Source: an optimization exercise on an open RTL-to-GDS flow (aim: small area, a short achievable clock period and few clock cycles). Production flows keep margins and buffers that such runs may drop. Only simulation tests tie the RTL to the original design; equivalence was not proved. Power figures rest on the tool's default switching activity, not on a simulated workload.

==> v27: inputs <==
==> flow/design.v <==
`timescale 1ns/1ps
package pifo_pkg;
    localparam int VALUE_W = 16;
    localparam int CAP     = 84;  
    typedef logic [VALUE_W-1:0] value_t;
    localparam value_t EMPTY_VALUE = '1;  
    typedef enum logic {
        OP_PUSH = 1'b0,
        OP_POP  = 1'b1
    } op_e;
endpackage
`timescale 1ns/1ps
`timescale 1ns/1ps
`timescale 1ns/1ps
`timescale 1ns/1ps
`timescale 1ns/1ps
module pifo_top (
    input  logic        i_clk,
    input  logic        i_arst_n,
    input  logic        i_req,
    input  logic        i_op,    
    input  logic [15:0] i_data,
    output logic        o_ack,
    output logic [15:0] o_data
);
    localparam int N = pifo_pkg::CAP;
    logic             ack_q;    
    logic             go_q;     
    logic             op_q;     
    pifo_pkg::value_t x_q;      
    pifo_pkg::value_t data_q;   
    logic             valid [N+1];
    pifo_pkg::value_t v     [N+1];
    logic             gt    [N+1];  
    always_ff @(posedge i_clk or negedge i_arst_n) begin
        if (!i_arst_n) begin
            ack_q <= 1'b0;
            go_q  <= 1'b0;
        end else begin
            ack_q <= i_req;
            go_q  <= i_req && !ack_q;
        end
    end
    always_ff @(posedge i_clk) begin
        if (!ack_q) begin
            op_q   <= i_op;
            x_q    <= i_data;
            data_q <= valid[0] ? v[0] : pifo_pkg::EMPTY_VALUE;
        end
    end
    assign o_ack  = ack_q;
    assign o_data = data_q;
    assign valid[N] = 1'b0;
    assign v[N]     = pifo_pkg::EMPTY_VALUE;
    for (genvar i = 0; i < N; i++) begin : g_ent
        logic             gt_l;
        logic             valid_l;
        pifo_pkg::value_t v_l;
        if (i == 0) begin : g_first
            assign gt_l    = 1'b0;
            assign valid_l = 1'b1;
            assign v_l     = x_q;
        end else begin : g_rest
            assign gt_l    = gt[i-1];
            assign valid_l = valid[i-1];
            assign v_l     = v[i-1];
        end
        assign gt[i] = !valid[i] || (v[i] > x_q);
        always_ff @(posedge i_clk or negedge i_arst_n) begin
            if (!i_arst_n) begin
                valid[i] <= 1'b0;
            end else if (go_q) begin
                if (op_q == pifo_pkg::OP_POP) valid[i] <= valid[i+1];
                else                          valid[i] <= valid_l;
            end
        end
        always_ff @(posedge i_clk) begin
            if (go_q) begin
                if (op_q == pifo_pkg::OP_POP) begin
                    v[i] <= v[i+1];
                end else if (gt_l) begin
                    v[i] <= v_l;
                end else if (gt[i]) begin
                    v[i] <= x_q;
                end
            end
        end
    end
endmodule
==> flow/run.sh <==
#!/bin/bash
# synth_recipe.tcl (not shown) runs the flow's synth.tcl, then flattens the netlist and writes it again
# the make line also repeats each setting of config.mk as NAME=value (left out here)
make -C /OpenROAD-flow-scripts/flow DESIGN_CONFIG=/design/flow/config.mk WORK_HOME=/design/flow/orfs CLKGATE_MAP_FILE= SYNTH_SCRIPT=/design/flow/synth_recipe.tcl finish
==> flow/config.mk <==
export PLATFORM = sky130hd
export DESIGN_NAME = pifo_top
export DESIGN_NICKNAME = pifo_top
export VERILOG_FILES = /design/flow/design.v
export SDC_FILE = /design/flow/constraint.sdc
export NUM_CORES = 4
export LEC_CHECK = 0
export CAP_MARGIN = 20
export CORE_MARGIN = 2
export CORE_UTILIZATION = 30
export GPL_ROUTABILITY_DRIVEN = 1
export PLACE_DENSITY = 0.45
export SLEW_MARGIN = 20
==> flow/constraint.sdc <==
create_clock -name core_clock -period 9.0 [get_ports {i_clk}]
set_input_delay 1.8000 -clock core_clock [delete_from_list [all_inputs] [get_ports {i_clk}]]
set_output_delay 1.8000 -clock core_clock [all_outputs]
set_load 0.01 [all_outputs]
==> v7: changes against v27 <==
==> flow/design.v (replaced) <==
`timescale 1ns/1ps
package pifo_pkg;
    localparam int VALUE_W = 16;
    localparam int CAP     = 84;  
    typedef logic [VALUE_W-1:0] value_t;
    localparam value_t EMPTY_VALUE = '1;  
    typedef enum logic {
        OP_PUSH = 1'b0,
        OP_POP  = 1'b1
    } op_e;
endpackage
`timescale 1ns/1ps
`timescale 1ns/1ps
`timescale 1ns/1ps
`timescale 1ns/1ps
`timescale 1ns/1ps
module pifo_top (
    input  logic        i_clk,
    input  logic        i_arst_n,
    input  logic        i_req,
    input  logic        i_op,    
    input  logic [15:0] i_data,
    output logic        o_ack,
    output logic [15:0] o_data
);
    localparam int N = pifo_pkg::CAP;
    logic             ack_q;      
    logic             push_q;     
    logic             pop_q;      
    pifo_pkg::value_t x_q;        
    pifo_pkg::value_t data_q;     
    logic             valid [N+1];
    pifo_pkg::value_t v     [N+1];
    logic             gt_q  [N];   
    function automatic logic cmp_gt(input logic [15:0] a, input logic [15:0] b);
        logic c;
        c = 1'b0;
        for (int k = 0; k < 16; k++) begin
            c = (a[k] & ~b[k]) | (a[k] & c) | (~b[k] & c);
        end
        cmp_gt = c;
    endfunction
    always_ff @(posedge i_clk or negedge i_arst_n) begin
        if (!i_arst_n) begin
            ack_q  <= 1'b0;
            push_q <= 1'b0;
            pop_q  <= 1'b0;
        end else begin
            ack_q  <= i_req;
            push_q <= i_req && !ack_q && (i_op == pifo_pkg::OP_PUSH);
            pop_q  <= i_req && !ack_q && (i_op == pifo_pkg::OP_POP);
        end
    end
    always_ff @(posedge i_clk) begin
        if (!ack_q) begin
            x_q    <= i_data;
            data_q <= gt_q[0]  ? x_q  :
                      valid[0] ? v[0] : pifo_pkg::EMPTY_VALUE;
        end
    end
    assign o_ack  = ack_q;
    assign o_data = data_q;
    assign valid[N] = 1'b0;
    assign v[N]     = pifo_pkg::EMPTY_VALUE;
    for (genvar i = 0; i < N; i++) begin : g_ent
        logic             gt_l;
        logic             valid_l;
        pifo_pkg::value_t v_l;
        if (i == 0) begin : g_first
            assign gt_l    = 1'b0;
            assign valid_l = 1'b1;
            assign v_l     = x_q;
        end else begin : g_rest
            assign gt_l    = gt_q[i-1];
            assign valid_l = valid[i-1];
            assign v_l     = v[i-1];
        end
        logic sel_up, sel_lo, sel_x, sel_hold;
        assign sel_up   = pop_q;
        assign sel_lo   = gt_l;
        assign sel_x    = gt_q[i] & ~gt_l;
        assign sel_hold = ~(pop_q | gt_q[i]);
        always_ff @(posedge i_clk) begin
            gt_q[i] <= push_q & (~valid[i] | cmp_gt(v[i], x_q));
            v[i]    <= ({16{sel_up}}   & v[i+1])
                     | ({16{sel_lo}}   & v_l)
                     | ({16{sel_x}}    & x_q)
                     | ({16{sel_hold}} & v[i]);
        end
        always_ff @(posedge i_clk or negedge i_arst_n) begin
            if (!i_arst_n) begin
                valid[i] <= 1'b0;
            end else begin
                valid[i] <= (pop_q & valid[i+1])
                          | (~pop_q & (valid[i] | (gt_q[i] & valid_l)));
            end
        end
    end
endmodule
==> qor summary <==
Reported net switching power: v7 13.1 mW; v27 7.57 mW
Synthesized Nets: v7 11.2k; v27 11.2k
Cell depth of the worst hold path: v7 2; v27 1
Final RePlAce weighted congestion: v7 0.809; v27 0.885
Final worst hold slack: v7 462 ps; v27 467 ps
Adder-Cell Fraction of Synth Area: v7 0.0587; v27 0.166
Critical path class: v7 flop to output port; v27 flop to flop
Number of cells produced by synthesis: v7 11.2k; v27 9879
CP endpoint kind: v7 output port; v27 flop
Wire per inst: v7 22.3 um; v27 30.1 um
EDFF count, synth: v7 32; v27 1377
Primary FF master, synth: v7 sky130_fd_sc_hd__dfxtp_1; v27 sky130_fd_sc_hd__edfxtp_1
Sequential cell count of the final layout: v7 1547; v27 1463
HPWL Detailed: v7 201000 um; v27 287000 um
Footprint of the multi-input gates: v7 49200 um2; v27 54800 um2
Power share of the sequential group: v7 0.450; v27 0.411
Final-layout clock buffer total: v7 290; v27 254
Yosys reg bits: v7 1547; v27 1463
Worst slack at placement: v7 5300 ps; v27 3870 ps
Status: v7 no timing/DRC/antenna violations; v27 no timing/DRC/antenna violations
Testbench counts of v27, summed over its fixed seeds: cycles 10,240.
Testbench counts of v7, summed over its fixed seeds: cycles 10,240.

-- what the ideal ports hide --
Ports are ideal in the flow. The routed layouts listed here were re-timed in OpenROAD.
Step 1 sets driving cells, clkbuf_16 on the clock port and buf_2 on the other inputs (assumed; they add their load-dependent delay and slew).
Step 2 also shifts input and output timing later by t, the mid clock arrival at the registers, as if the neighbouring blocks saw the same clock.
Three values: no drivers, after step 1, after step 2; two values: the first two.
| run | t, ns | setup WS [ns] | clock arrival spread, ns | worst register clock-pin slew, ns | worst slew at a driven data input, ns |
|---|---|---|---|---|---|
| v27 | 0.976 | 3.757 / 3.757 / 3.757 | 0.071 / 0.071 | 0.07 / 0.07 | 0.29 |
| v7 | 0.952 | 5.069 / 4.969 / 5.312 | 0.067 / 0.067 | 0.06 / 0.06 | 0.09 |
After both steps every run listed still meets setup and hold.
